What follows belongs to an exercise in optimizing a design on an open flow for small area and a short achievable clock period; a production flow would make more cautious choices. No functional check of the RTL was part of any run shown here.

==> flow/design.v <==
package lms_pkg;
    localparam int unsigned NUM_TAPS   = 32;
    localparam int unsigned WEIGHT_W   = 24;
    localparam int unsigned MU_SHIFT   = 20;
    localparam int unsigned LEAK_SHIFT = 12;
    localparam int unsigned TAP_IDX_W  = $clog2(NUM_TAPS);
    typedef logic signed [WEIGHT_W-1:0] weight_t;
    typedef logic signed [15:0]         sample_t;
endpackage
module ref_sample_buffer #(
    parameter int unsigned DEPTH = lms_pkg::NUM_TAPS
) (
    input  logic                     clk_in,
    input  lms_pkg::sample_t         wr_data,
    input  logic                     wr_en,
    input  logic [$clog2(DEPTH)-1:0] rd_offset,
    output lms_pkg::sample_t         rd_data,
    output lms_pkg::sample_t         head
);
    lms_pkg::sample_t mem [0:DEPTH-1];
    always_ff @(posedge clk_in) begin
        if (wr_en) begin
            mem[0] <= wr_data;
            for (int unsigned i = 1; i < DEPTH; i++) begin
                mem[i] <= mem[i-1];
            end
        end
    end
    assign rd_data = mem[rd_offset];
    assign head    = mem[0];
endmodule
module lms_weight_updater #(
    parameter int unsigned NUM_TAPS   = lms_pkg::NUM_TAPS,
    parameter int unsigned WEIGHT_W   = lms_pkg::WEIGHT_W,
    parameter int unsigned MU_SHIFT   = lms_pkg::MU_SHIFT,
    parameter int unsigned LEAK_SHIFT = lms_pkg::LEAK_SHIFT
) (
    input  logic                        clk_in,
    input  logic                        rst_n_in,
    input  lms_pkg::sample_t            sample_in,
    input  logic                        sample_ready,
    input  lms_pkg::sample_t            error_in,
    input  logic                        error_ready,
    input  logic                        freeze_in,
    output logic signed [WEIGHT_W-1:0]  weight_out,
    output logic [$clog2(NUM_TAPS)-1:0] weight_idx_out,
    output logic                        weight_valid_out,
    output logic                        busy_out,
    output logic                        done_out,
    output logic                        overrun_out
);
    localparam int unsigned IDX_W = $clog2(NUM_TAPS);
    localparam int unsigned CNT_W = IDX_W + 1;
    localparam int unsigned QW    = 86;
    logic                       upd;         
    logic                       dn;          
    logic                       wz;          
    logic [CNT_W-1:0]           hist_n;      
    logic                       pend_valid;  
    logic                       samp_push;   
    lms_pkg::sample_t           samp_q;
    logic [7:0]                 e_one, e_two, e_neg;    
    logic signed [WEIGHT_W-1:0] ring [0:NUM_TAPS-1];
    logic                       start;
    logic                       last;
    logic                       buf_wr_en;
    lms_pkg::sample_t           buf_wr_data;
    logic                       hist_add;
    logic [IDX_W-1:0]           rd_base;
    logic [IDX_W-1:0]           rd_offset;
    logic                       pre_valid;
    logic                       hist_any;    
    lms_pkg::sample_t           x_idle;
    lms_pkg::sample_t           x_pre;
    lms_pkg::sample_t           x_pre_next;
    lms_pkg::sample_t           rd_data;
    lms_pkg::sample_t           head;
    lms_pkg::sample_t           x_next;
    logic [7:0]                 in_one, in_two, in_neg;   
    logic signed [WEIGHT_W-1:0] w_cur;
    logic signed [WEIGHT_W-1:0] new_weight;
    ref_sample_buffer #(
        .DEPTH (NUM_TAPS)
    ) u_ref_buf (
        .clk_in    (clk_in),
        .wr_data   (buf_wr_data),
        .wr_en     (buf_wr_en),
        .rd_offset (rd_offset),
        .rd_data   (rd_data),
        .head      (head)
    );
    assign start = !busy_out && error_ready && !freeze_in;
    assign last  = (weight_idx_out == IDX_W'(NUM_TAPS - 2));
    assign hist_add    = (!busy_out && sample_ready) || (dn && (sample_ready || pend_valid));
    assign buf_wr_en   = samp_push;
    assign buf_wr_data = samp_q;
    assign rd_base   = upd ? weight_idx_out + IDX_W'(3) : IDX_W'(1);
    assign rd_offset = rd_base - IDX_W'(samp_push);
    assign pre_valid = hist_n > CNT_W'(rd_base);
    always_comb begin
        x_idle = hist_any ? samp_q : '0;
        x_next = (!busy_out && sample_ready) ? sample_in : (upd ? x_pre : x_idle);
        x_pre_next = (!busy_out && sample_ready) ? x_idle : (pre_valid ? rd_data : '0);
    end
    always_comb begin
        for (int i = 0; i < 8; i++) begin
            logic bm, b0, b1;
            bm = (i == 0) ? 1'b0 : error_in[2*i-1];
            b0 = error_in[2*i];
            b1 = error_in[2*i+1];
            in_one[i] = b0 ^ bm;
            in_two[i] = (b1 & !b0 & !bm) | (!b1 & b0 & bm);
            in_neg[i] = b1;
        end
    end
    assign w_cur = wz ? '0 : ring[0];
    logic [QW-1:0] pp_bits;
    logic [QW-1:0] pipe_q;
    lms_tap_pp u_pp (
        .one (busy_out ? e_one : in_one),
        .two (busy_out ? e_two : in_two),
        .neg (busy_out ? e_neg : in_neg),
        .x   (x_next),
        .q   (pp_bits)
    );
    always_ff @(posedge clk_in) begin
        pipe_q <= pp_bits;
    end
    lms_tap_sum u_sum (
        .q     (pipe_q),
        .w     (w_cur),
        .new_w (new_weight)
    );
    assign weight_out = ring[NUM_TAPS-1];
    always_ff @(posedge clk_in) begin
        if (!busy_out) begin
            e_one <= in_one;
            e_two <= in_two;
            e_neg <= in_neg;
        end
        if (sample_ready) begin
            samp_q <= sample_in;
        end
        x_pre <= x_pre_next;
        weight_idx_out <= upd ? weight_idx_out + IDX_W'(1) : IDX_W'(NUM_TAPS - 1);
        if (upd) begin
            for (int unsigned i = 0; i < NUM_TAPS - 1; i++) begin
                ring[i] <= ring[i+1];
            end
            ring[NUM_TAPS-1] <= new_weight;
        end
    end
    always_ff @(posedge clk_in or negedge rst_n_in) begin
        if (!rst_n_in) begin
            upd              <= 1'b0;
            dn               <= 1'b0;
            busy_out         <= 1'b0;
            done_out         <= 1'b0;
            overrun_out      <= 1'b0;
            weight_valid_out <= 1'b0;
            pend_valid       <= 1'b0;
            samp_push        <= 1'b0;
            wz               <= 1'b1;
            hist_n           <= '0;
            hist_any         <= 1'b0;
        end else begin
            upd              <= start || (upd && !last);
            dn               <= upd && last;
            busy_out         <= start || upd;
            done_out         <= dn;
            weight_valid_out <= upd;
            overrun_out      <= (upd || dn) && (error_ready || (sample_ready && pend_valid));
            pend_valid       <= upd && (pend_valid || sample_ready);
            samp_push        <= (!busy_out && sample_ready) || (dn && (sample_ready || pend_valid));
            if (upd && last) begin
                wz <= 1'b0;
            end
            if (hist_add) begin
                hist_any <= 1'b1;
            end
            if (hist_add && !hist_n[CNT_W-1]) begin
                hist_n <= hist_n + CNT_W'(1);
            end
        end
    end
endmodule
module lms_tap_pp (
    input  logic [7:0]  one,
    input  logic [7:0]  two,
    input  logic [7:0]  neg,
    input  logic [15:0] x,
    output logic [85:0] q
);
    wire [16:0] xe = {x[15], x};
    wire [16:0] xs = {x, 1'b0};
    wire [16:0] one0 = {17{one[0]}};
    wire [16:0] two0 = {17{two[0]}};
    wire [16:0] ng0  = {17{neg[0]}};
    wire [16:0] pp0 = ((one0 & xe) | (two0 & xs)) ^ ng0;
    wire neg0 = neg[0];
    wire [16:0] one1 = {17{one[1]}};
    wire [16:0] two1 = {17{two[1]}};
    wire [16:0] ng1  = {17{neg[1]}};
    wire [16:0] pp1 = ((one1 & xe) | (two1 & xs)) ^ ng1;
    wire neg1 = neg[1];
    wire [16:0] one2 = {17{one[2]}};
    wire [16:0] two2 = {17{two[2]}};
    wire [16:0] ng2  = {17{neg[2]}};
    wire [16:0] pp2 = ((one2 & xe) | (two2 & xs)) ^ ng2;
    wire neg2 = neg[2];
    wire [16:0] one3 = {17{one[3]}};
    wire [16:0] two3 = {17{two[3]}};
    wire [16:0] ng3  = {17{neg[3]}};
    wire [16:0] pp3 = ((one3 & xe) | (two3 & xs)) ^ ng3;
    wire neg3 = neg[3];
    wire [16:0] one4 = {17{one[4]}};
    wire [16:0] two4 = {17{two[4]}};
    wire [16:0] ng4  = {17{neg[4]}};
    wire [16:0] pp4 = ((one4 & xe) | (two4 & xs)) ^ ng4;
    wire neg4 = neg[4];
    wire [16:0] one5 = {17{one[5]}};
    wire [16:0] two5 = {17{two[5]}};
    wire [16:0] ng5  = {17{neg[5]}};
    wire [16:0] pp5 = ((one5 & xe) | (two5 & xs)) ^ ng5;
    wire neg5 = neg[5];
    wire [16:0] one6 = {17{one[6]}};
    wire [16:0] two6 = {17{two[6]}};
    wire [16:0] ng6  = {17{neg[6]}};
    wire [16:0] pp6 = ((one6 & xe) | (two6 & xs)) ^ ng6;
    wire neg6 = neg[6];
    wire [16:0] one7 = {17{one[7]}};
    wire [16:0] two7 = {17{two[7]}};
    wire [16:0] ng7  = {17{neg[7]}};
    wire [16:0] pp7 = ((one7 & xe) | (two7 & xs)) ^ ng7;
    wire neg7 = neg[7];
    wire a0 = pp0[2] ^ pp1[0] ^ neg1;
    wire a1 = (pp0[2] & pp1[0]) | (pp0[2] & neg1) | (pp1[0] & neg1);
    wire a2 = pp0[4] ^ pp1[2] ^ pp2[0];
    wire a3 = (pp0[4] & pp1[2]) | (pp0[4] & pp2[0]) | (pp1[2] & pp2[0]);
    wire a4 = pp0[5] ^ pp1[3] ^ pp2[1];
    wire a5 = (pp0[5] & pp1[3]) | (pp0[5] & pp2[1]) | (pp1[3] & pp2[1]);
    wire a6 = pp0[6] ^ pp1[4] ^ pp2[2];
    wire a7 = (pp0[6] & pp1[4]) | (pp0[6] & pp2[2]) | (pp1[4] & pp2[2]);
    wire a8 = pp0[7] ^ pp1[5] ^ pp2[3];
    wire a9 = (pp0[7] & pp1[5]) | (pp0[7] & pp2[3]) | (pp1[5] & pp2[3]);
    wire a10 = pp0[8] ^ pp1[6] ^ pp2[4];
    wire a11 = (pp0[8] & pp1[6]) | (pp0[8] & pp2[4]) | (pp1[6] & pp2[4]);
    wire a12 = pp3[2] ^ pp4[0] ^ neg4;
    wire a13 = (pp3[2] & pp4[0]) | (pp3[2] & neg4) | (pp4[0] & neg4);
    wire a14 = pp0[9] ^ pp1[7] ^ pp2[5];
    wire a15 = (pp0[9] & pp1[7]) | (pp0[9] & pp2[5]) | (pp1[7] & pp2[5]);
    wire a16 = pp0[10] ^ pp1[8] ^ pp2[6];
    wire a17 = (pp0[10] & pp1[8]) | (pp0[10] & pp2[6]) | (pp1[8] & pp2[6]);
    wire a18 = pp3[4] ^ pp4[2] ^ pp5[0];
    wire a19 = (pp3[4] & pp4[2]) | (pp3[4] & pp5[0]) | (pp4[2] & pp5[0]);
    wire a20 = pp0[11] ^ pp1[9] ^ pp2[7];
    wire a21 = (pp0[11] & pp1[9]) | (pp0[11] & pp2[7]) | (pp1[9] & pp2[7]);
    wire a22 = pp3[5] ^ pp4[3] ^ pp5[1];
    wire a23 = (pp3[5] & pp4[3]) | (pp3[5] & pp5[1]) | (pp4[3] & pp5[1]);
    wire a24 = pp0[12] ^ pp1[10] ^ pp2[8];
    wire a25 = (pp0[12] & pp1[10]) | (pp0[12] & pp2[8]) | (pp1[10] & pp2[8]);
    wire a26 = pp3[6] ^ pp4[4] ^ pp5[2];
    wire a27 = (pp3[6] & pp4[4]) | (pp3[6] & pp5[2]) | (pp4[4] & pp5[2]);
    wire a28 = pp0[13] ^ pp1[11] ^ pp2[9];
    wire a29 = (pp0[13] & pp1[11]) | (pp0[13] & pp2[9]) | (pp1[11] & pp2[9]);
    wire a30 = pp3[7] ^ pp4[5] ^ pp5[3];
    wire a31 = (pp3[7] & pp4[5]) | (pp3[7] & pp5[3]) | (pp4[5] & pp5[3]);
    wire a32 = pp0[14] ^ pp1[12] ^ pp2[10];
    wire a33 = (pp0[14] & pp1[12]) | (pp0[14] & pp2[10]) | (pp1[12] & pp2[10]);
    wire a34 = pp3[8] ^ pp4[6] ^ pp5[4];
    wire a35 = (pp3[8] & pp4[6]) | (pp3[8] & pp5[4]) | (pp4[6] & pp5[4]);
    wire a36 = pp6[2] ^ pp7[0] ^ neg7;
    wire a37 = (pp6[2] & pp7[0]) | (pp6[2] & neg7) | (pp7[0] & neg7);
    wire a38 = pp0[15] ^ pp1[13] ^ pp2[11];
    wire a39 = (pp0[15] & pp1[13]) | (pp0[15] & pp2[11]) | (pp1[13] & pp2[11]);
    wire a40 = pp3[9] ^ pp4[7] ^ pp5[5];
    wire a41 = (pp3[9] & pp4[7]) | (pp3[9] & pp5[5]) | (pp4[7] & pp5[5]);
    wire a42 = ~pp0[16] ^ pp1[14] ^ pp2[12];
    wire a43 = (~pp0[16] & pp1[14]) | (~pp0[16] & pp2[12]) | (pp1[14] & pp2[12]);
    wire a44 = pp3[10] ^ pp4[8] ^ pp5[6];
    wire a45 = (pp3[10] & pp4[8]) | (pp3[10] & pp5[6]) | (pp4[8] & pp5[6]);
    wire a46 = pp6[4] ^ pp7[2] ^ 1'b1;
    wire a47 = (pp6[4] & pp7[2]) | (pp6[4] & 1'b1) | (pp7[2] & 1'b1);
    wire a48 = pp1[15] ^ pp2[13] ^ pp3[11];
    wire a49 = (pp1[15] & pp2[13]) | (pp1[15] & pp3[11]) | (pp2[13] & pp3[11]);
    wire a50 = pp4[9] ^ pp5[7] ^ pp6[5];
    wire a51 = (pp4[9] & pp5[7]) | (pp4[9] & pp6[5]) | (pp5[7] & pp6[5]);
    wire a52 = ~pp1[16] ^ pp2[14] ^ pp3[12];
    wire a53 = (~pp1[16] & pp2[14]) | (~pp1[16] & pp3[12]) | (pp2[14] & pp3[12]);
    wire a54 = pp4[10] ^ pp5[8] ^ pp6[6];
    wire a55 = (pp4[10] & pp5[8]) | (pp4[10] & pp6[6]) | (pp5[8] & pp6[6]);
    wire a56 = pp2[15] ^ pp3[13] ^ pp4[11];
    wire a57 = (pp2[15] & pp3[13]) | (pp2[15] & pp4[11]) | (pp3[13] & pp4[11]);
    wire a58 = pp5[9] ^ pp6[7] ^ pp7[5];
    wire a59 = (pp5[9] & pp6[7]) | (pp5[9] & pp7[5]) | (pp6[7] & pp7[5]);
    wire a60 = ~pp2[16] ^ pp3[14] ^ pp4[12];
    wire a61 = (~pp2[16] & pp3[14]) | (~pp2[16] & pp4[12]) | (pp3[14] & pp4[12]);
    wire a62 = pp5[10] ^ pp6[8] ^ pp7[6];
    wire a63 = (pp5[10] & pp6[8]) | (pp5[10] & pp7[6]) | (pp6[8] & pp7[6]);
    wire a64 = pp3[15] ^ pp4[13] ^ pp5[11];
    wire a65 = (pp3[15] & pp4[13]) | (pp3[15] & pp5[11]) | (pp4[13] & pp5[11]);
    wire a66 = pp6[9] ^ pp7[7] ^ 1'b1;
    wire a67 = (pp6[9] & pp7[7]) | (pp6[9] & 1'b1) | (pp7[7] & 1'b1);
    wire a68 = ~pp3[16] ^ pp4[14] ^ pp5[12];
    wire a69 = (~pp3[16] & pp4[14]) | (~pp3[16] & pp5[12]) | (pp4[14] & pp5[12]);
    wire a70 = pp4[15] ^ pp5[13] ^ pp6[11];
    wire a71 = (pp4[15] & pp5[13]) | (pp4[15] & pp6[11]) | (pp5[13] & pp6[11]);
    wire a72 = ~pp4[16] ^ pp5[14] ^ pp6[12];
    wire a73 = (~pp4[16] & pp5[14]) | (~pp4[16] & pp6[12]) | (pp5[14] & pp6[12]);
    wire a74 = pp5[15] ^ pp6[13] ^ pp7[11];
    wire a75 = (pp5[15] & pp6[13]) | (pp5[15] & pp7[11]) | (pp6[13] & pp7[11]);
    wire a76 = ~pp5[16] ^ pp6[14] ^ pp7[12];
    wire a77 = (~pp5[16] & pp6[14]) | (~pp5[16] & pp7[12]) | (pp6[14] & pp7[12]);
    wire a78 = pp6[15] ^ pp7[13] ^ 1'b1;
    wire a79 = (pp6[15] & pp7[13]) | (pp6[15] & 1'b1) | (pp7[13] & 1'b1);
    wire a80 = pp0[3] ^ pp1[1] ^ a1;
    wire a81 = (pp0[3] & pp1[1]) | (pp0[3] & a1) | (pp1[1] & a1);
    wire a82 = pp3[0] ^ neg3 ^ a5;
    wire a83 = (pp3[0] & neg3) | (pp3[0] & a5) | (neg3 & a5);
    wire a84 = pp3[1] ^ a7 ^ a8;
    wire a85 = (pp3[1] & a7) | (pp3[1] & a8) | (a7 & a8);
    wire a86 = a9 ^ a10 ^ a12;
    wire a87 = (a9 & a10) | (a9 & a12) | (a10 & a12);
    wire a88 = pp3[3] ^ pp4[1] ^ a11;
    wire a89 = (pp3[3] & pp4[1]) | (pp3[3] & a11) | (pp4[1] & a11);
    wire a90 = neg5 ^ a15 ^ a16;
    wire a91 = (neg5 & a15) | (neg5 & a16) | (a15 & a16);
    wire a92 = a17 ^ a19 ^ a20;
    wire a93 = (a17 & a19) | (a17 & a20) | (a19 & a20);
    wire a94 = pp6[0] ^ neg6 ^ a21;
    wire a95 = (pp6[0] & neg6) | (pp6[0] & a21) | (neg6 & a21);
    wire a96 = a23 ^ a24 ^ a26;
    wire a97 = (a23 & a24) | (a23 & a26) | (a24 & a26);
    wire a98 = pp6[1] ^ a25 ^ a27;
    wire a99 = (pp6[1] & a25) | (pp6[1] & a27) | (a25 & a27);
    wire a100 = a29 ^ a31 ^ a32;
    wire a101 = (a29 & a31) | (a29 & a32) | (a31 & a32);
    wire a102 = pp6[3] ^ pp7[1] ^ a33;
    wire a103 = (pp6[3] & pp7[1]) | (pp6[3] & a33) | (pp7[1] & a33);
    wire a104 = a35 ^ a37 ^ a38;
    wire a105 = (a35 & a37) | (a35 & a38) | (a37 & a38);
    wire a106 = a39 ^ a41 ^ a42;
    wire a107 = (a39 & a41) | (a39 & a42) | (a41 & a42);
    wire a108 = pp7[3] ^ 1'b1 ^ a43;
    wire a109 = (pp7[3] & 1'b1) | (pp7[3] & a43) | (1'b1 & a43);
    wire a110 = a45 ^ a47 ^ a48;
    wire a111 = (a45 & a47) | (a45 & a48) | (a47 & a48);
    wire a112 = pp7[4] ^ a49 ^ a51;
    wire a113 = (pp7[4] & a49) | (pp7[4] & a51) | (a49 & a51);
    wire a114 = 1'b1 ^ a53 ^ a55;
    wire a115 = (1'b1 & a53) | (1'b1 & a55) | (a53 & a55);
    wire a116 = a57 ^ a59 ^ a60;
    wire a117 = (a57 & a59) | (a57 & a60) | (a59 & a60);
    wire a118 = a61 ^ a63 ^ a64;
    wire a119 = (a61 & a63) | (a61 & a64) | (a63 & a64);
    wire a120 = pp6[10] ^ pp7[8] ^ a65;
    wire a121 = (pp6[10] & pp7[8]) | (pp6[10] & a65) | (pp7[8] & a65);
    wire a122 = pp7[9] ^ 1'b1 ^ a69;
    wire a123 = (pp7[9] & 1'b1) | (pp7[9] & a69) | (1'b1 & a69);
    wire a124 = pp7[10] ^ a71 ^ a72;
    wire a125 = (pp7[10] & a71) | (pp7[10] & a72) | (a71 & a72);
    wire a126 = 1'b1 ^ a73 ^ a74;
    wire a127 = (1'b1 & a73) | (1'b1 & a74) | (a73 & a74);
    wire a128 = ~pp6[16] ^ pp7[14] ^ a79;
    wire a129 = (~pp6[16] & pp7[14]) | (~pp6[16] & a79) | (pp7[14] & a79);
    assign q[0] = pp0[0];  
    assign q[1] = neg0;  
    assign q[2] = pp0[1];  
    assign q[3] = a0;  
    assign q[4] = a80;  
    assign q[5] = neg2;  
    assign q[6] = a2;  
    assign q[7] = a81;  
    assign q[8] = a3;  
    assign q[9] = a4;  
    assign q[10] = a6;  
    assign q[11] = a82;  
    assign q[12] = a83;  
    assign q[13] = a84;  
    assign q[14] = a85;  
    assign q[15] = a86;  
    assign q[16] = a13;  
    assign q[17] = a14;  
    assign q[18] = a87;  
    assign q[19] = a88;  
    assign q[20] = a18;  
    assign q[21] = a89;  
    assign q[22] = a90;  
    assign q[23] = a22;  
    assign q[24] = a91;  
    assign q[25] = a92;  
    assign q[26] = a93;  
    assign q[27] = a94;  
    assign q[28] = a96;  
    assign q[29] = a28;  
    assign q[30] = a30;  
    assign q[31] = a95;  
    assign q[32] = a97;  
    assign q[33] = a98;  
    assign q[34] = a34;  
    assign q[35] = a36;  
    assign q[36] = a99;  
    assign q[37] = a100;  
    assign q[38] = a40;  
    assign q[39] = a101;  
    assign q[40] = a102;  
    assign q[41] = a104;  
    assign q[42] = a44;  
    assign q[43] = a46;  
    assign q[44] = a103;  
    assign q[45] = a105;  
    assign q[46] = a106;  
    assign q[47] = a50;  
    assign q[48] = a107;  
    assign q[49] = a108;  
    assign q[50] = a110;  
    assign q[51] = a52;  
    assign q[52] = a54;  
    assign q[53] = a109;  
    assign q[54] = a111;  
    assign q[55] = a112;  
    assign q[56] = a56;  
    assign q[57] = a58;  
    assign q[58] = a113;  
    assign q[59] = a114;  
    assign q[60] = a62;  
    assign q[61] = a115;  
    assign q[62] = a116;  
    assign q[63] = a66;  
    assign q[64] = a117;  
    assign q[65] = a118;  
    assign q[66] = a67;  
    assign q[67] = a68;  
    assign q[68] = a119;  
    assign q[69] = a120;  
    assign q[70] = a70;  
    assign q[71] = a121;  
    assign q[72] = a122;  
    assign q[73] = a123;  
    assign q[74] = a124;  
    assign q[75] = a125;  
    assign q[76] = a126;  
    assign q[77] = a75;  
    assign q[78] = a76;  
    assign q[79] = a127;  
    assign q[80] = a77;  
    assign q[81] = a78;  
    assign q[82] = a128;  
    assign q[83] = pp7[15];  
    assign q[84] = a129;  
    assign q[85] = ~pp7[16];  
endmodule
module lms_tap_sum (
    input  logic [85:0] q,
    input  logic [23:0] w,
    output logic [23:0] new_w
);
    wire b0 = q[29] ^ q[30];
    wire b1 = q[29] & q[30];
    wire b2 = q[34] ^ q[35];
    wire b3 = q[34] & q[35];
    wire b4 = q[38] ^ q[39];
    wire b5 = q[38] & q[39];
    wire b6 = q[42] ^ q[43] ^ q[44];
    wire b7 = (q[42] & q[43]) | (q[42] & q[44]) | (q[43] & q[44]);
    wire b8 = q[47] ^ q[48];
    wire b9 = q[47] & q[48];
    wire b10 = q[51] ^ q[52] ^ q[53];
    wire b11 = (q[51] & q[52]) | (q[51] & q[53]) | (q[52] & q[53]);
    wire b12 = q[56] ^ q[57];
    wire b13 = q[56] & q[57];
    wire b14 = q[60] ^ q[61];
    wire b15 = q[60] & q[61];
    wire b16 = q[63] ^ q[64];
    wire b17 = q[63] & q[64];
    wire b18 = q[66] ^ q[67] ^ q[68];
    wire b19 = (q[66] & q[67]) | (q[66] & q[68]) | (q[67] & q[68]);
    wire b20 = q[70] ^ q[71];
    wire b21 = q[70] & q[71];
    wire b22 = q[16] ^ q[17];
    wire b23 = q[16] & q[17];
    wire b24 = q[20] ^ q[21];
    wire b25 = q[20] & q[21];
    wire b26 = q[23] ^ q[24];
    wire b27 = q[23] & q[24];
    wire b28 = q[26] ^ q[27];
    wire b29 = q[26] & q[27];
    wire b30 = q[31] ^ q[32] ^ q[33];
    wire b31 = (q[31] & q[32]) | (q[31] & q[33]) | (q[32] & q[33]);
    wire b32 = q[36] ^ q[37] ^ b1;
    wire b33 = (q[36] & q[37]) | (q[36] & b1) | (q[37] & b1);
    wire b34 = q[40] ^ q[41] ^ b3;
    wire b35 = (q[40] & q[41]) | (q[40] & b3) | (q[41] & b3);
    wire b36 = q[45] ^ q[46] ^ b5;
    wire b37 = (q[45] & q[46]) | (q[45] & b5) | (q[46] & b5);
    wire b38 = q[49] ^ q[50] ^ b8;
    wire b39 = (q[49] & q[50]) | (q[49] & b8) | (q[50] & b8);
    wire b40 = q[54] ^ q[55] ^ b9;
    wire b41 = (q[54] & q[55]) | (q[54] & b9) | (q[55] & b9);
    wire b42 = q[58] ^ q[59] ^ b12;
    wire b43 = (q[58] & q[59]) | (q[58] & b12) | (q[59] & b12);
    wire b44 = q[62] ^ w[0] ^ b13;
    wire b45 = (q[62] & w[0]) | (q[62] & b13) | (w[0] & b13);
    wire b46 = q[65] ^ w[1] ^ b15;
    wire b47 = (q[65] & w[1]) | (q[65] & b15) | (w[1] & b15);
    wire b48 = q[69] ^ w[2] ^ b17;
    wire b49 = (q[69] & w[2]) | (q[69] & b17) | (w[2] & b17);
    wire b50 = q[72] ^ w[3] ^ b20;
    wire b51 = (q[72] & w[3]) | (q[72] & b20) | (w[3] & b20);
    wire b52 = q[73] ^ q[74] ^ w[4];
    wire b53 = (q[73] & q[74]) | (q[73] & w[4]) | (q[74] & w[4]);
    wire b54 = q[75] ^ q[76];
    wire b55 = q[75] & q[76];
    wire b56 = q[77] ^ q[78] ^ q[79];
    wire b57 = (q[77] & q[78]) | (q[77] & q[79]) | (q[78] & q[79]);
    wire b58 = q[80] ^ q[81];
    wire b59 = q[80] & q[81];
    wire b60 = 1'b1 ^ q[83];
    wire b61 = 1'b1 & q[83];
    wire b62 = q[5] ^ q[6];
    wire b63 = q[5] & q[6];
    wire b64 = q[8] ^ q[9];
    wire b65 = q[8] & q[9];
    wire b66 = q[10] ^ q[11];
    wire b67 = q[10] & q[11];
    wire b68 = q[12] ^ q[13];
    wire b69 = q[12] & q[13];
    wire b70 = q[14] ^ q[15];
    wire b71 = q[14] & q[15];
    wire b72 = q[18] ^ q[19] ^ b22;
    wire b73 = (q[18] & q[19]) | (q[18] & b22) | (q[19] & b22);
    wire b74 = q[22] ^ b23 ^ b24;
    wire b75 = (q[22] & b23) | (q[22] & b24) | (b23 & b24);
    wire b76 = q[25] ^ b25 ^ b26;
    wire b77 = (q[25] & b25) | (q[25] & b26) | (b25 & b26);
    wire b78 = q[28] ^ b27 ^ b28;
    wire b79 = (q[28] & b27) | (q[28] & b28) | (b27 & b28);
    wire b80 = b29 ^ b0 ^ b30;
    wire b81 = (b29 & b0) | (b29 & b30) | (b0 & b30);
    wire b82 = b2 ^ b31 ^ b32;
    wire b83 = (b2 & b31) | (b2 & b32) | (b31 & b32);
    wire b84 = b4 ^ b33 ^ b34;
    wire b85 = (b4 & b33) | (b4 & b34) | (b33 & b34);
    wire b86 = b6 ^ b35 ^ b36;
    wire b87 = (b6 & b35) | (b6 & b36) | (b35 & b36);
    wire b88 = b7 ^ b37 ^ b38;
    wire b89 = (b7 & b37) | (b7 & b38) | (b37 & b38);
    wire b90 = b10 ^ b39 ^ b40;
    wire b91 = (b10 & b39) | (b10 & b40) | (b39 & b40);
    wire b92 = b11 ^ b41 ^ b42;
    wire b93 = (b11 & b41) | (b11 & b42) | (b41 & b42);
    wire b94 = b14 ^ b43 ^ b44;
    wire b95 = (b14 & b43) | (b14 & b44) | (b43 & b44);
    wire b96 = b16 ^ b45 ^ b46;
    wire b97 = (b16 & b45) | (b16 & b46) | (b45 & b46);
    wire b98 = b18 ^ b47 ^ b48;
    wire b99 = (b18 & b47) | (b18 & b48) | (b47 & b48);
    wire b100 = b19 ^ b49 ^ b50;
    wire b101 = (b19 & b49) | (b19 & b50) | (b49 & b50);
    wire b102 = b21 ^ b52 ^ b51;
    wire b103 = (b21 & b52) | (b21 & b51) | (b52 & b51);
    wire b104 = w[5] ^ b54 ^ b53;
    wire b105 = (w[5] & b54) | (w[5] & b53) | (b54 & b53);
    wire b106 = w[6] ^ b55 ^ b56;
    wire b107 = (w[6] & b55) | (w[6] & b56) | (b55 & b56);
    wire b108 = w[7] ^ b58 ^ b57;
    wire b109 = (w[7] & b58) | (w[7] & b57) | (b58 & b57);
    wire b110 = q[82] ^ w[8] ^ b59;
    wire b111 = (q[82] & w[8]) | (q[82] & b59) | (w[8] & b59);
    wire b112 = q[84] ^ w[9] ^ b60;
    wire b113 = (q[84] & w[9]) | (q[84] & b60) | (w[9] & b60);
    wire b114 = q[85] ^ w[10] ^ b61;
    wire b115 = (q[85] & w[10]) | (q[85] & b61) | (w[10] & b61);
    wire [32:0] ra, rb;
    assign ra[0] = q[0];
    assign rb[0] = q[1];
    assign ra[1] = q[2];
    assign rb[1] = 1'b0;
    assign ra[2] = q[3];
    assign rb[2] = 1'b0;
    assign ra[3] = q[4];
    assign rb[3] = 1'b0;
    assign ra[4] = q[7];
    assign rb[4] = b62;
    assign ra[5] = b63;
    assign rb[5] = b64;
    assign ra[6] = b65;
    assign rb[6] = b66;
    assign ra[7] = b67;
    assign rb[7] = b68;
    assign ra[8] = b69;
    assign rb[8] = b70;
    assign ra[9] = b71;
    assign rb[9] = b72;
    assign ra[10] = b73;
    assign rb[10] = b74;
    assign ra[11] = b75;
    assign rb[11] = b76;
    assign ra[12] = b77;
    assign rb[12] = b78;
    assign ra[13] = b79;
    assign rb[13] = b80;
    assign ra[14] = b81;
    assign rb[14] = b82;
    assign ra[15] = b83;
    assign rb[15] = b84;
    assign ra[16] = b85;
    assign rb[16] = b86;
    assign ra[17] = b87;
    assign rb[17] = b88;
    assign ra[18] = b89;
    assign rb[18] = b90;
    assign ra[19] = b91;
    assign rb[19] = b92;
    assign ra[20] = b93;
    assign rb[20] = b94;
    assign ra[21] = b95;
    assign rb[21] = b96;
    assign ra[22] = b97;
    assign rb[22] = b98;
    assign ra[23] = b99;
    assign rb[23] = b100;
    assign ra[24] = b101;
    assign rb[24] = b102;
    assign ra[25] = b104;
    assign rb[25] = b103;
    assign ra[26] = b105;
    assign rb[26] = b106;
    assign ra[27] = b107;
    assign rb[27] = b108;
    assign ra[28] = b110;
    assign rb[28] = b109;
    assign ra[29] = b111;
    assign rb[29] = b112;
    assign ra[30] = b113;
    assign rb[30] = b114;
    assign ra[31] = 1'b1;
    assign rb[31] = b115;
    assign ra[32] = 1'b1;
    assign rb[32] = 1'b0;
    wire [32:0] g0 = ra & rb;
    wire [32:0] p0 = ra ^ rb;
    wire b116 = g0[1] | (p0[1] & g0[0]);
    wire b117 = p0[1] & p0[0];
    wire b118 = g0[3] | (p0[3] & g0[2]);
    wire b119 = p0[3] & p0[2];
    wire b120 = g0[5] | (p0[5] & g0[4]);
    wire b121 = p0[5] & p0[4];
    wire b122 = g0[7] | (p0[7] & g0[6]);
    wire b123 = p0[7] & p0[6];
    wire b124 = g0[9] | (p0[9] & g0[8]);
    wire b125 = p0[9] & p0[8];
    wire b126 = g0[11] | (p0[11] & g0[10]);
    wire b127 = p0[11] & p0[10];
    wire b128 = g0[13] | (p0[13] & g0[12]);
    wire b129 = p0[13] & p0[12];
    wire b130 = g0[15] | (p0[15] & g0[14]);
    wire b131 = p0[15] & p0[14];
    wire b132 = g0[17] | (p0[17] & g0[16]);
    wire b133 = p0[17] & p0[16];
    wire b134 = g0[19] | (p0[19] & g0[18]);
    wire b135 = p0[19] & p0[18];
    wire b136 = g0[21] | (p0[21] & g0[20]);
    wire b137 = p0[21] & p0[20];
    wire b138 = g0[23] | (p0[23] & g0[22]);
    wire b139 = p0[23] & p0[22];
    wire b140 = g0[25] | (p0[25] & g0[24]);
    wire b141 = p0[25] & p0[24];
    wire b142 = g0[27] | (p0[27] & g0[26]);
    wire b143 = p0[27] & p0[26];
    wire b144 = g0[29] | (p0[29] & g0[28]);
    wire b145 = p0[29] & p0[28];
    wire b146 = g0[31] | (p0[31] & g0[30]);
    wire b147 = p0[31] & p0[30];
    wire b148 = g0[2] | (p0[2] & b116);
    wire b149 = p0[2] & b117;
    wire b150 = b118 | (b119 & b116);
    wire b151 = b119 & b117;
    wire b152 = g0[6] | (p0[6] & b120);
    wire b153 = p0[6] & b121;
    wire b154 = b122 | (b123 & b120);
    wire b155 = b123 & b121;
    wire b156 = g0[10] | (p0[10] & b124);
    wire b157 = p0[10] & b125;
    wire b158 = b126 | (b127 & b124);
    wire b159 = b127 & b125;
    wire b160 = g0[14] | (p0[14] & b128);
    wire b161 = p0[14] & b129;
    wire b162 = b130 | (b131 & b128);
    wire b163 = b131 & b129;
    wire b164 = g0[18] | (p0[18] & b132);
    wire b165 = p0[18] & b133;
    wire b166 = b134 | (b135 & b132);
    wire b167 = b135 & b133;
    wire b168 = g0[22] | (p0[22] & b136);
    wire b169 = p0[22] & b137;
    wire b170 = b138 | (b139 & b136);
    wire b171 = b139 & b137;
    wire b172 = g0[26] | (p0[26] & b140);
    wire b173 = p0[26] & b141;
    wire b174 = b142 | (b143 & b140);
    wire b175 = b143 & b141;
    wire b176 = g0[30] | (p0[30] & b144);
    wire b177 = p0[30] & b145;
    wire b178 = b146 | (b147 & b144);
    wire b179 = b147 & b145;
    wire b180 = g0[4] | (p0[4] & b150);
    wire b181 = p0[4] & b151;
    wire b182 = b120 | (b121 & b150);
    wire b183 = b121 & b151;
    wire b184 = b152 | (b153 & b150);
    wire b185 = b153 & b151;
    wire b186 = b154 | (b155 & b150);
    wire b187 = b155 & b151;
    wire b188 = g0[12] | (p0[12] & b158);
    wire b189 = p0[12] & b159;
    wire b190 = b128 | (b129 & b158);
    wire b191 = b129 & b159;
    wire b192 = b160 | (b161 & b158);
    wire b193 = b161 & b159;
    wire b194 = b162 | (b163 & b158);
    wire b195 = b163 & b159;
    wire b196 = g0[20] | (p0[20] & b166);
    wire b197 = p0[20] & b167;
    wire b198 = b136 | (b137 & b166);
    wire b199 = b137 & b167;
    wire b200 = b168 | (b169 & b166);
    wire b201 = b169 & b167;
    wire b202 = b170 | (b171 & b166);
    wire b203 = b171 & b167;
    wire b204 = g0[28] | (p0[28] & b174);
    wire b205 = p0[28] & b175;
    wire b206 = b144 | (b145 & b174);
    wire b207 = b145 & b175;
    wire b208 = b176 | (b177 & b174);
    wire b209 = b177 & b175;
    wire b210 = b178 | (b179 & b174);
    wire b211 = b179 & b175;
    wire b212 = g0[8] | (p0[8] & b186);
    wire b213 = p0[8] & b187;
    wire b214 = b124 | (b125 & b186);
    wire b215 = b125 & b187;
    wire b216 = b156 | (b157 & b186);
    wire b217 = b157 & b187;
    wire b218 = b158 | (b159 & b186);
    wire b219 = b159 & b187;
    wire b220 = b188 | (b189 & b186);
    wire b221 = b189 & b187;
    wire b222 = b190 | (b191 & b186);
    wire b223 = b191 & b187;
    wire b224 = b192 | (b193 & b186);
    wire b225 = b193 & b187;
    wire b226 = b194 | (b195 & b186);
    wire b227 = b195 & b187;
    wire b228 = g0[24] | (p0[24] & b202);
    wire b229 = p0[24] & b203;
    wire b230 = b140 | (b141 & b202);
    wire b231 = b141 & b203;
    wire b232 = b172 | (b173 & b202);
    wire b233 = b173 & b203;
    wire b234 = b174 | (b175 & b202);
    wire b235 = b175 & b203;
    wire b236 = b204 | (b205 & b202);
    wire b237 = b205 & b203;
    wire b238 = b206 | (b207 & b202);
    wire b239 = b207 & b203;
    wire b240 = b208 | (b209 & b202);
    wire b241 = b209 & b203;
    wire b242 = b210 | (b211 & b202);
    wire b243 = b211 & b203;
    wire b244 = g0[16] | (p0[16] & b226);
    wire b245 = p0[16] & b227;
    wire b246 = b132 | (b133 & b226);
    wire b247 = b133 & b227;
    wire b248 = b164 | (b165 & b226);
    wire b249 = b165 & b227;
    wire b250 = b166 | (b167 & b226);
    wire b251 = b167 & b227;
    wire b252 = b196 | (b197 & b226);
    wire b253 = b197 & b227;
    wire b254 = b198 | (b199 & b226);
    wire b255 = b199 & b227;
    wire b256 = b200 | (b201 & b226);
    wire b257 = b201 & b227;
    wire b258 = b202 | (b203 & b226);
    wire b259 = b203 & b227;
    wire b260 = b228 | (b229 & b226);
    wire b261 = b229 & b227;
    wire b262 = b230 | (b231 & b226);
    wire b263 = b231 & b227;
    wire b264 = b232 | (b233 & b226);
    wire b265 = b233 & b227;
    wire b266 = b234 | (b235 & b226);
    wire b267 = b235 & b227;
    wire b268 = b236 | (b237 & b226);
    wire b269 = b237 & b227;
    wire b270 = b238 | (b239 & b226);
    wire b271 = b239 & b227;
    wire b272 = b240 | (b241 & b226);
    wire b273 = b241 & b227;
    wire b274 = b242 | (b243 & b226);
    wire b275 = b243 & b227;
    wire b276 = g0[32] | (p0[32] & b274);
    wire b277 = p0[32] & b275;
    wire [32:20] t;
    assign t[20] = p0[20] ^ b250;
    assign t[21] = p0[21] ^ b252;
    assign t[22] = p0[22] ^ b254;
    assign t[23] = p0[23] ^ b256;
    assign t[24] = p0[24] ^ b258;
    assign t[25] = p0[25] ^ b260;
    assign t[26] = p0[26] ^ b262;
    assign t[27] = p0[27] ^ b264;
    assign t[28] = p0[28] ^ b266;
    assign t[29] = p0[29] ^ b268;
    assign t[30] = p0[30] ^ b270;
    assign t[31] = p0[31] ^ b272;
    assign t[32] = p0[32] ^ b274;
    wire [12:0] wh     = w[23:11];
    wire [12:0] wh_inc = wh + 13'd1;
    wire [12:0] wh_dec = wh - 13'd1;
    wire        wh_max = (wh == 13'h0fff);
    wire        wh_min = (wh == 13'h1000);
    wire        c_inc  = !t[32] && t[31];
    wire        c_dec  = t[32];
    wire        sat_hi = c_inc && wh_max;
    wire        sat_lo = c_dec && wh_min;
    wire [12:0] hi_inc = wh_max ? wh : wh_inc;
    wire [12:0] hi_dec = wh_min ? wh : wh_dec;
    assign new_w[23:11] = c_inc ? hi_inc : (c_dec ? hi_dec : wh);
    assign new_w[10:0]  = sat_hi ? 11'h7ff : (sat_lo ? 11'h000 : t[30:20]);
endmodule
==> flow/flow/run.sh <==
#!/bin/bash
# The standard layout, with timing repair aimed well below the clock period.
set -euo pipefail
export SETUP_SLACK_MARGIN=9.5
export BUFFER_PORTS_ARGS="-buffer_cell sky130_fd_sc_hd__buf_4"
bash standard.sh > flow.log 2>&1
==> flow/standard.sh <==
#!/bin/bash
# synth_recipe.tcl (not shown) runs the flow's synth.tcl, then flattens the netlist and writes it again
# the make line also repeats each setting of config.mk as NAME=value (left out here)
make -C /OpenROAD-flow-scripts/flow DESIGN_CONFIG=/design/flow/config.mk WORK_HOME=/design/flow/orfs CLKGATE_MAP_FILE= SYNTH_SCRIPT=/design/flow/synth_recipe.tcl "${@:-finish}"
==> flow/config.mk <==
export PLATFORM = sky130hd
export DESIGN_NAME = lms_weight_updater
export DESIGN_NICKNAME = lms_weight_updater
export VERILOG_FILES = /design/flow/design.v
export SDC_FILE = /design/flow/constraint.sdc
export NUM_CORES = 4
export LEC_CHECK = 0
export CAP_MARGIN = 20
export CORE_MARGIN = 2
export CORE_UTILIZATION = 40
export CTS_BUF_LIST = sky130_fd_sc_hd__clkbuf_8
export CTS_CLUSTER_SIZE = 24
export SLEW_MARGIN = 20
==> flow/constraint.sdc <==
create_clock -name core_clock -period 14.0 [get_ports {clk_in}]
set_input_delay 2.8000 -clock core_clock [delete_from_list [all_inputs] [get_ports {clk_in}]]
set_output_delay 2.8000 -clock core_clock [all_outputs]
set_load 0.01 [all_outputs]
==> results of run 1 <==
-- worst max path at each step --
| stage | endpoint | slack (ns) | cells past startpoint |
|---|---|---|---|
| after floorplan | x_pre[8]$_DFF_P_ | 5.30 | 14 |
| after global placement | pipe_q[28]$_DFF_P_ | 7.92 | 7 |
| after detailed placement | pipe_q[28]$_DFF_P_ | 7.88 | 8 |
| after CTS | ring[31][14]$_DFFE_PP_ | 9.42 | 14 |
| after global routing | ring[31][14]$_DFFE_PP_ | 9.43 | 18 |
| final | pipe_q[50]$_DFF_P_ | 9.55 | 11 |
-- metal layers --
metal / part of all wire / track usage
met1: 0.44 / 0.2461
met2: 0.44 / 0.2537
met3: 0.087 / 0.04230
met5: 0 / 0
met4: 0.029 / 0.06121
-- registers in the layout, summed over array words and instances (netlist names), 5 cells and up --
| name | cells |
|---|---|
| e_neg | 6 |
| e_one | 8 |
| e_two | 8 |
| hist_n | 6 |
| pipe_q | 86 |
| ring | 768 |
| samp_q | 16 |
| u_ref_buf.mem | 512 |
| weight_idx_out | 5 |
| x_pre | 16 |
-- cell usage after synthesis (25+ instances only) --
| library cell | number |
|---|---|
| buf_2 | 26 |
| mux2i_1 | 42 |
| nand3_1 | 56 |
| nor2b_1 | 25 |
| ha_1 | 66 |
| inv_1 | 125 |
| dfxtp_1 | 129 |
| a22oi_1 | 64 |
| clkbuf_1 | 83 |
| edfxtp_1 | 1296 |
| o22ai_1 | 124 |
| a21oi_1 | 104 |
| nand4_1 | 27 |
| xnor2_1 | 156 |
| fa_1 | 91 |
| nor3_1 | 37 |
| nor2_1 | 78 |
| nand2_1 | 133 |
| o21ai_0 | 57 |
-- cells by family after synthesis --
logic type | Yosys count | share of synthesized area
buffers and inverters | 264 | 0.02032
DFF | 1441 | 0.7706
xor gates and xnor gates | 168 | 0.02789
AOI/OAI and AO/OA | 587 | 0.07407
adders and majority gates | 157 | 0.04869
muxes | 63 | 0.01291
and+or+nand+nor | 480 | 0.04556
-- stage by stage --
step | instances | hold slack, ns | cell area (µm²)
floorplan | 3160 | 0.3741 | 54550
global placement | 4966 | 0.4002 | 57380
detailed placement | 4966 | 0.4045 | 57380
CTS | 5362 | 0.4016 | 61690
global route | 5385 | 0.3997 | 62030
finish | 5385 | 0.3998 | 62030
-- repair_timing --
action                                  4_1_cts  5_1_grt
pin swaps                                     8       16
gates cloned                                  1        0
endpoints found under the setup margin      112       46
setup buffers                                13       17
resized for setup                            45       29
-- worst max-delay path, stage by stage --
cell,delay (ns)
buf_6,0.16
nand2b_4,0.17
buf_8,0.20
o211ai_1,0.11
o21ai_1,0.10
buf_4,0.26
o22ai_1,0.13
xnor2_1,0.17
fa_1,0.55
inv_1,0.06
fa_1,0.45
-- final cells by class --
cell class	instances	area share
clock buffer	217	0.04815
timing repair buffer	186	0.02529
sequential	1441	0.6758
antenna	5	0.0002017
multi-input combinational	1456	0.1907
tap	1781	0.03592
clock inverter	165	0.01571
inverter	134	0.008270
==> metrics.md, run 1 <==
| Metric | Value |
|---|---|
| Average routed wire per standard cell | `roughly 23 µm` |
| Net count, final | `approximately 3600` |
| Reg2reg path depth | `12` |
| DRC | `0` |
| Buffers on Ports | `69` |
| CTS Buf Count | `between 200 and 250` |
| Grt ovf | `0` |
| Worst-skew pair later-pin latency | `roughly 0.90 ns` |
| Detail Route Antenna Nets | `0` |
| Synth Flop Type | `edfxtp_1` |
| Top cell type's share of synthesized area | `0.7157` |
| RePlAce Congestion | `approximately 0.84` |
| Hold Path Cell Cnt | `0` |
| Cts-stage hold buffer count | `0` |
| First-pass GRT wire length | `roughly 180 mm` |
| Post-synth design cell area | `roughly 0.054 mm²` |
| Max-cap violations | `0` |
| Area delta synth->final | `14.08%` |
| Largest net degree at the start of global routing | `about 210` |
| Critical Path AT | `5.21 ns` |
| Worst-margin pin slew | `1.266 ns` |
| Setup crit start | `sample_ready` |
| CTS root buffer | `clkbuf_8` |
| Critical Path End Type | `flip-flop` |
| Pre-CTS WS | `approximately 8 ns` |
| DR vias | `about 29000` |
| CTS clk-pin slew, worst paths | `about 0.060 ns` |
| Crit-path max FO | `22` |
| Clock tree from TritonCTS | `built` |
| Area of the multi-input gates | `roughly 0.012 mm²` |
| #FFs+latches synth | `about 1400` |
| Syn Inst Count | `around 3200` |
| Hold path start | `ring[17][6]$_DFFE_PP_` |
| Share of layout cells above drive strength 1 | `0.1634` |
| DR iter-0 viols | `between 3000 and 4000` |
| Critical Path RT | `~15 ns` |
| Register area | `approximately 0.042 mm²` |
| Worst Skew | `roughly 0.042 ns` |
| Num Clock Sinks | `1441` |
| Pre-Repair DR Iteration Count | `6` |
| Die Ht | `372.7 µm` |
| Commonest non-fill, non-tap cell in the layout | `edfxtp_1` |
| Initial antenna violation count | `4` |
| Flop-to-flop setup slack | `around 9.6 ns` |
| CTS max path bufs | `3` |
| Synth area leader | `edfxtp_1` |
| Status | `complete, no violations` |
| Relative slew slack | `0.1560` |
| GRT Overall Usage | `0.1714` |
| Final Hold Fails | `0` |
| Min Tclk post-route | `around 4.5 ns` |
| Post-synth EDFFs | `around 1300` |
| Reg2reg start | `wz$_DFFE_PN1P_` |
| Max frequency | `224.5 MHz` |
| Syn_nets | `~3400` |
| YS warnings | `4` |
| DIE AREA | `between 0.1 and 0.15 mm²` |
| RSZ-0062 raised after global routing | `true` |
| Initial Util | `0.4024` |
| Core Rows | `approximately 140` |
| Final Cycle Share | `0.3182` |
| Hold Path Class | `flip-flop to flip-flop` |
| Most frequent cells in the layout | `1296 x edfxtp_1, 217 x clkbuf_8, 191 x inv_1, 161 x buf_4, 155 x xnor2_1` |
| Sequential fraction of the synthesis area | `0.7706` |
| # IOs | `70` |
| HPWL after DPL | `between 70 and 80 mm` |
| Core ar. | `between 0.1 and 0.15 mm²` |
| Critical path class | `input pin to flip-flop` |
| Vias in the first global route | `28662` |
| Fraction of registers with async set/reset | `0.01110` |
| RR Endpoint | `ring[31][14]$_DFFE_PP_` |
| Final-report max-slew violation count | `0` |
| Synthesized area per cell | `~17 µm²` |
| Util after Layout | `0.4591` |
| Vias per inst | `5.399` |
| Synth cell types | `97` |
| Synth area leaders | `edfxtp_1 72%, dfxtp_1 4.7%, fa_1 3.4%` |
| Hold path endpoint | `ring[16][6]$_DFFE_PP_` |
| Drt total wl | `122.1 mm` |
| Final setup viols | `0` |
| Setup slack after layout | `around 9.5 ns` |
| CP startpoint kind | `input pin` |
| Die W | `372.7 µm` |
| Fill cell count | `11757` |
| Setup TNS | `0 ns` |
| H-tree Lvls | `4` |
==> run 2: changes to the inputs <==
--- a/flow/config.mk
+++ b/flow/config.mk
@@ -11,3 +11,4 @@
 export CTS_BUF_LIST = sky130_fd_sc_hd__clkbuf_8
-export CTS_CLUSTER_SIZE = 24
+export CTS_CLUSTER_DIAMETER = 100
+export CTS_CLUSTER_SIZE = 16
 export SLEW_MARGIN = 20
==> metrics.md, run 2 <==
| Metric | Value |
|---|---|
| Post-synth top cells | `1296 x edfxtp_1, 156 x xnor2_1, 133 x nand2_1` |
| Area of the multi-input gates | `about 0.012 mm²` |
| Synthesized area per cell | `around 17 µm²` |
| Initial antenna violation count | `5` |
| CP startpoint kind | `flip-flop` |
| RSZ-0062 raised after global routing | `true` |
| Synth area leaders | `edfxtp_1 72%, dfxtp_1 4.7%, fa_1 3.4%` |
| Buffers on Ports | `69` |
| Syn Inst Count | `about 3200` |
| Crit path cell chain | `nand2b_2 -> fa_1 -> inv_1 -> fa_1 -> ha_1 -> and4_1 -> and2_1 -> a22oi_2 -> nand2_2 -> o31a_4 -> nor2_4 -> a22oi_1 -> o211ai_1` |
| Final Hold Fails | `0` |
| Final-report max-slew violation count | `0` |
| Cts-stage hold buffer count | `0` |
| GRT Overall Usage | `0.1676` |
| Final Cycle Share | `0.3215` |
| Critical path class | `flip-flop to flip-flop` |
| Vias per inst | `5.486` |
| Critical Path RT | `roughly 15 ns` |
| Max frequency | `roughly 220 MHz` |
| Fill cell count | `11882` |
| Syn_nets | `~3400` |
| Initial Util | `0.4024` |
| YS warnings | `4` |
| Synth Flop Type | `edfxtp_1` |
| Grt ovf | `0` |
| Placed Cells | `roughly 5000` |
| Post-synthesis mux area share | `0.01291` |
| Synth area leader | `edfxtp_1` |
| Synth cell types | `97` |
| CTS Buf Count | `100` |
| Worst path max stage delay | `0.55 ns` |
| # IOs | `70` |
| Detail Route Antenna Nets | `0` |
| Setup TNS | `0 ns` |
| CTS root buffer | `clkbuf_8` |
| Worst-skew pair later-pin latency | `between 0.8 and 0.9 ns` |
| Biggest registers after layout | `ring (768), u_ref_buf.mem (512), pipe_q (86)` |
| Final setup viols | `0` |
| RePlAce Congestion | `around 0.84` |
| Share of layout cells above drive strength 1 | `0.1285` |
| First-pass GRT wire length | `around 180 mm` |
| Pre-Repair DR Iteration Count | `6` |
| Fraction of registers with async set/reset | `0.01110` |
| Cell mode on critical path | `fa_1` |
| Flop-to-flop setup slack | `9.50 ns` |
| Die Ht | `between 300 and 400 µm` |
| Critical Path End Type | `flip-flop` |
| Register area | `roughly 0.042 mm²` |
| Die W | `around 370 µm` |
| Largest register FFs | `roughly 770` |
| Critical path buffers and inverters | `1` |
| H-tree Lvls | `3` |
| Net count, final | `~3500` |
| Min Tclk post-route | `between 4 and 5 ns` |
| CTS clk-pin slew, worst paths | `about 0.1 ns` |
| Top cell type's share of synthesized area | `0.7157` |
| #FFs+latches synth | `between 1000 and 1500` |
| Vias in the first global route | `~27000` |
| Num Clock Sinks | `1441` |
| Largest family of logic cells by synthesized area | `compound AO/OA/AOI/OAI gates` |
| Post-synth design cell area | `around 0.054 mm²` |
| DR iter-0 viols | `3328` |
| Xor/xnor cell area share of the yosys netlist | `0.02789` |
| Max-cap violations | `0` |
| Core ar. | `between 0.1 and 0.15 mm²` |
| Simple-gate share of the synthesized area | `0.04556` |
| DRC | `0` |
| Synth Area in Compound Gates | `0.07407` |
| Crit-path max FO | `10` |
| Commonest non-fill, non-tap cell in the layout | `edfxtp_1` |
| HPWL after DPL | `roughly 71 mm` |
| Worst Skew | `slightly above 0.07 ns` |
| Critical Path AT | `~5.1 ns` |
| Hold Path Class | `flip-flop to flip-flop` |
| Count leader, synth | `edfxtp_1` |
| Sequential fraction of the synthesis area | `0.7706` |
| Clock tree from TritonCTS | `built` |
| Average routed wire per standard cell | `23.28 µm` |
| Post-synth EDFFs | `1296` |
| Adder-Cell Fraction of Synth Area | `0.04869` |
| Delay-heaviest family, CP | `adder cells` |
| Non-Filler Instances | `approximately 5000` |
| Util after Layout | `0.4420` |
| DIE AREA | `between 0.1 and 0.15 mm²` |
| Relative slew slack | `0.1902` |
| Most frequent cells in the layout | `1296 x edfxtp_1, 165 x inv_1, 162 x buf_4, 156 x xnor2_1, 130 x nand2_1` |
| Largest net degree at the start of global routing | `around 210` |
| Drt total wl | `around 120 mm` |
| CTS max path bufs | `3` |
| Area delta synth->final | `9.830%` |
| Top reg by flops | `ring` |
| Status | `complete, no violations` |
| Core Rows | `135` |
| DR vias | `28258` |
| CP max stage cell | `o211ai_1` |
| Worst-margin pin slew | `about 1.2 ns` |
==> run 2: cell types whose count changed in the layout (fill, tap and decap cells not counted), moves of 2 or more <==
cell | previous run | this run
clkinv_2 | 25 | 0
ha_4 | 4 | 2
inv_1 | 191 | 165
diode_2 | 5 | 1
clkinv_1 | 51 | 0
inv_6 | 5 | 3
bufinv_16 | 9 | 1
ha_1 | 61 | 63
buf_6 | 14 | 16
clkbuf_8 | 217 | 100
clkinvlp_4 | 4 | 1
==> run 2: area by class of cell <==
class                   instances  share of cell area
well taps                    1781             0.03731
clock inverters                49            0.004630
clock buffers                 100             0.02305
multi-input cells            1456              0.1977
flip-flops and latches       1441              0.7019
diodes                          1          0.00004190
repair buffers                189             0.02677
inverters                     134            0.008590
==> run 2: logic make-up after synthesis <==
logic type	Yosys count
adders and majority gates	157
AOI/OAI and AO/OA	587
and+or+nand+nor	480
xor gates and xnor gates	168
muxes	63
buffers and inverters	264
DFF	1441
==> run 2: through the flow <==
| step | cell area [µm²] | hold WS, ns | setup slack (ns) |
|---|---|---|---|
| 6_report | 59720 | 0.3852 | 9.499 |
| 3_3_place_gp | 57380 | 0.4002 | 7.925 |
| 5_1_grt | 59720 | 0.3759 | 9.401 |
| 4_1_cts | 59430 | 0.3733 | 9.379 |
| 3_5_place_dp | 57380 | 0.4045 | 7.881 |
| 2_1_floorplan | 54550 | 0.3741 | 5.301 |
==> run 2: timing repair <==
item | in CTS | in global routing
gates cloned | 1 | 0
resized for setup | 43 | 31
setup endpoints to repair | 115 | 50
pin swaps | 9 | 12
setup buffers | 21 | 13
==> run 2: worst reg2reg max path, delay by kind of cell (launching register included) <==
kind | cells | cell delay (ns)
AO/OA/AOI/OAI | 4 | 1.29
adder cells (fa/ha/maj) | 3 | 1.32
buffers and inverters | 1 | 0.07
flip-flops | 1 | 0.50
AND/OR/NAND/NOR | 5 | 1.03
==> run 2: metal layers <==
metal	global-route usage	wire (µm)
met1	0.2457	53590
met2	0.2499	52770
met3	0.03336	9910
met4	0.05653	3666
met5	0	9
==> run 2: final timing paths <==
check,end,from,cells after the start
worst max-delay path,ring[31][14]$_DFFE_PP_,wz$_DFFE_PN1P_,13
worst min-delay path,ring[2][22]$_DFFE_PP_,ring[3][22]$_DFFE_PP_,0
worst max register to register,ring[31][14]$_DFFE_PP_,wz$_DFFE_PN1P_,13
worst min register to register,ring[2][22]$_DFFE_PP_,ring[3][22]$_DFFE_PP_,0
max in group asynchronous,wz$_DFFE_PN1P_,rst_n_in,1
min in group asynchronous,dn$_DFF_PN0_,rst_n_in,1
==> run 3: changes to the inputs <==
--- a/flow/config.mk
+++ b/flow/config.mk
@@ -10,5 +10,5 @@
 export CORE_UTILIZATION = 40
-export CTS_BUF_LIST = sky130_fd_sc_hd__clkbuf_8
-export CTS_CLUSTER_DIAMETER = 100
-export CTS_CLUSTER_SIZE = 16
+export CTS_BUF_LIST = sky130_fd_sc_hd__clkbuf_16
+export CTS_CLUSTER_DIAMETER = 150
+export CTS_CLUSTER_SIZE = 30
 export SLEW_MARGIN = 20
==> metrics.md, run 3 <==
| Metric | Value |
|---|---|
| Setup TNS | `0 ns` |
| Relative slew slack | `0.2415` |
| Die W | `between 300 and 400 µm` |
| Synth area leaders | `edfxtp_1 72%, dfxtp_1 4.7%, fa_1 3.4%` |
| # diodes | `0` |
| Final setup viols | `0` |
| Critical Path AT | `5.12 ns` |
| Sequential fraction of the synthesis area | `0.7706` |
| Num Clock Sinks | `around 1400` |
| Vias in the first global route | `about 27000` |
| Critical Path RT | `between 10 and 15 ns` |
| Grt ovf | `0` |
| Worst-margin pin slew | `around 1.1 ns` |
| GRT Overall Usage | `0.1652` |
| CTS max path bufs | `3` |
| Hold Path Class | `flip-flop to flip-flop` |
| DRC | `0` |
| DR iter-0 viols | `between 3000 and 4000` |
| Top reg by flops | `ring` |
| Average routed wire per standard cell | `around 23 µm` |
| Drt total wl | `roughly 120 mm` |
| Min Tclk post-route | `about 4.5 ns` |
| Clock tree from TritonCTS | `built` |
| Vias per inst | `5.511` |
| Largest register FFs | `768` |
| Max frequency | `between 200 and 250 MHz` |
| Count leader, synth | `edfxtp_1` |
| Max-cap violations | `0` |
| #FFs+latches synth | `roughly 1400` |
| Synth area leader | `edfxtp_1` |
| CTS clk-pin slew, worst paths | `0.12 ns` |
| DIE AREA | `~0.14 mm²` |
| Critical Path End Type | `flip-flop` |
| Core ar. | `0.1351 mm²` |
| Worst Skew | `approximately 0.058 ns` |
| Synth cell types | `97` |
| Final Hold Fails | `0` |
| Commonest non-fill, non-tap cell in the layout | `edfxtp_1` |
| Most frequent cells in the layout | `1296 x edfxtp_1, 174 x buf_4, 157 x inv_1, 156 x xnor2_1, 130 x nand2_1` |
| CTS root buffer | `clkbuf_16` |
| Critical path class | `input pin to flip-flop` |
| Crit-path max FO | `23` |
| RePlAce Congestion | `~0.84` |
| Net count, final | `approximately 3500` |
| CP startpoint kind | `input pin` |
| Initial Util | `0.4024` |
| Share of layout cells above drive strength 1 | `0.1227` |
| H-tree Lvls | `2` |
| Post-synth design cell area | `0.05438 mm²` |
| Final-report max-slew violation count | `0` |
| Synth Flop Type | `edfxtp_1` |
| DR vias | `28177` |
| Die Ht | `around 370 µm` |
| Final Cycle Share | `0.3188` |
| Top cell type's share of synthesized area | `0.7157` |
| Buffers on Ports | `69` |
| Post-synth top cells | `1296 x edfxtp_1, 156 x xnor2_1, 133 x nand2_1` |
| CTS Buf Count | `54` |
| Hold WS | `about 0.38 ns` |
| Area delta synth->final | `10.17%` |
| Status | `complete, no violations` |
| Synthesized area per cell | `~17 µm²` |
| Detail Route Antenna Nets | `0` |
| Largest net degree at the start of global routing | `207` |
| YS warnings | `4` |
| First-pass GRT wire length | `around 180 mm` |
| Syn_nets | `about 3400` |
| Biggest registers after layout | `ring (768), u_ref_buf.mem (512), pipe_q (86)` |
| Fill cell count | `between 10000 and 15000` |
| Post-synth EDFFs | `1296` |
| Fraction of registers with async set/reset | `0.01110` |
| HPWL after DPL | `71.33 mm` |
| Area of the multi-input gates | `~0.012 mm²` |
| Initial antenna violation count | `5` |
| # IOs | `70` |
| Pre-Repair DR Iteration Count | `8` |
| Worst-skew pair later-pin latency | `~0.7 ns` |
| RSZ-0062 raised after global routing | `true` |
| Register area | `approximately 0.042 mm²` |
| Syn Inst Count | `~3200` |
| Core Rows | `about 140` |
-- run 3: final timing paths --
path	from	endpoint	cells after the start	slack (ns)
setup / recovery	sample_ready	pipe_q[50]$_DFF_P_	11	9.54
setup reg to reg	wz$_DFFE_PN1P_	ring[31][14]$_DFFE_PP_	13	9.62
max in group asynchronous	rst_n_in	wz$_DFFE_PN1P_	1	11.75
hold reg to reg	ring[9][2]$_DFFE_PP_	ring[8][2]$_DFFE_PP_	0	0.38
hold / removal	ring[9][2]$_DFFE_PP_	ring[8][2]$_DFFE_PP_	0	0.38
min in group asynchronous	rst_n_in	pend_valid$_DFF_PN0_	1	1.96
-- run 3: worst max-delay path: stages --
cell,delay [ns]
buf_12,0.14
nand2b_4,0.13
buf_12,0.17
o211ai_1,0.10
o21ai_1,0.12
buf_6,0.20
o22ai_1,0.11
xnor2_1,0.17
fa_1,0.55
inv_1,0.06
fa_1,0.53
-- run 3: final cells by class --
| cell class | count | area share |
|---|---|---|
| sequential | 1441 | 0.6997 |
| inverter | 134 | 0.008563 |
| multi-input combinational | 1457 | 0.1981 |
| tap | 1781 | 0.03720 |
| clock buffer | 56 | 0.02339 |
| clock inverter | 34 | 0.003008 |
| timing repair buffer | 210 | 0.02997 |
-- run 3: per-stage QoR --
| stage | utilization | worst slack [ns] | instances | cell area (µm²) |
|---|---|---|---|---|
| after floorplan | - | 5.301 | 3160 | 54550 |
| after detailed placement | 0.4246 | 7.881 | 4966 | 57380 |
| after global routing | 0.4433 | 9.458 | 5113 | 59910 |
| final | 0.4433 | 9.536 | 5113 | 59910 |
| after CTS | 0.4401 | 9.408 | 5086 | 59470 |
| after global placement | 0.4246 | 7.925 | 4966 | 57380 |
-- run 3: logic make-up after synthesis --
kind of cell	share of synthesized area
flops	0.7706
fa+ha+maj	0.04869
mux	0.01291
buf+inv	0.02032
simple gates	0.04556
compound gates	0.07407
xor+xnor	0.02789
-- run 3: repair_timing --
item / in CTS / in global routing
hold buffers: 0 / 0
endpoints found under the setup margin: 116 / 52
gates resized for setup: 47 / 40
pin swaps: 8 / 14
cloned: 1 / 3
buffers inserted: 29 / 24
-- run 3: metal layers --
| metal | vias to the layer above | GRT usage | routed length (µm) |
|---|---|---|---|
| li1 | 12363 | - | - |
| met1 | 14455 | 0.2442 | 53200 |
| met5 | - | 0 | 23 |
| met2 | 1155 | 0.2527 | 53190 |
| met3 | 200 | 0.02811 | 9467 |
| met4 | 4 | 0.04472 | 3387 |

-- static timing again, ports no longer ideal --
The results above use ideal ports. As a check the final layouts listed here were re-extracted and re-timed, cells and wires unchanged. Step 1, drivers: a clkbuf_16 drives clk_in and a buf_2 each remaining input, both assumed. Step 2 times the ports against the registers' clock, not the clock port: input delays grow and output delays shrink by t, the midpoint of the rising clock arrivals with the driver on. Slacks: ideal ports / drivers / drivers and shift; pairs: ideal ports / drivers.
run | shift t [ns] | slack for setup (ns) | worst setup path after step 2 | worst slew at a driven data input, ns | cell pins on the clock port's net
run 1 | 0.950 | 9.545 / 9.564 / 8.614 | input to register | 0.07 | 1
run 2 | 0.895 | 9.499 / 9.499 / 8.742 | input to register | 0.07 | 1
run 3 | 0.758 | 9.536 / 9.529 / 8.771 | input to register | 0.08 | 1
After both steps every run listed still meets setup and hold. The setup slack of run 1, which loses most, moves by +0.019 ns with the drivers and by -0.931 ns with both steps.
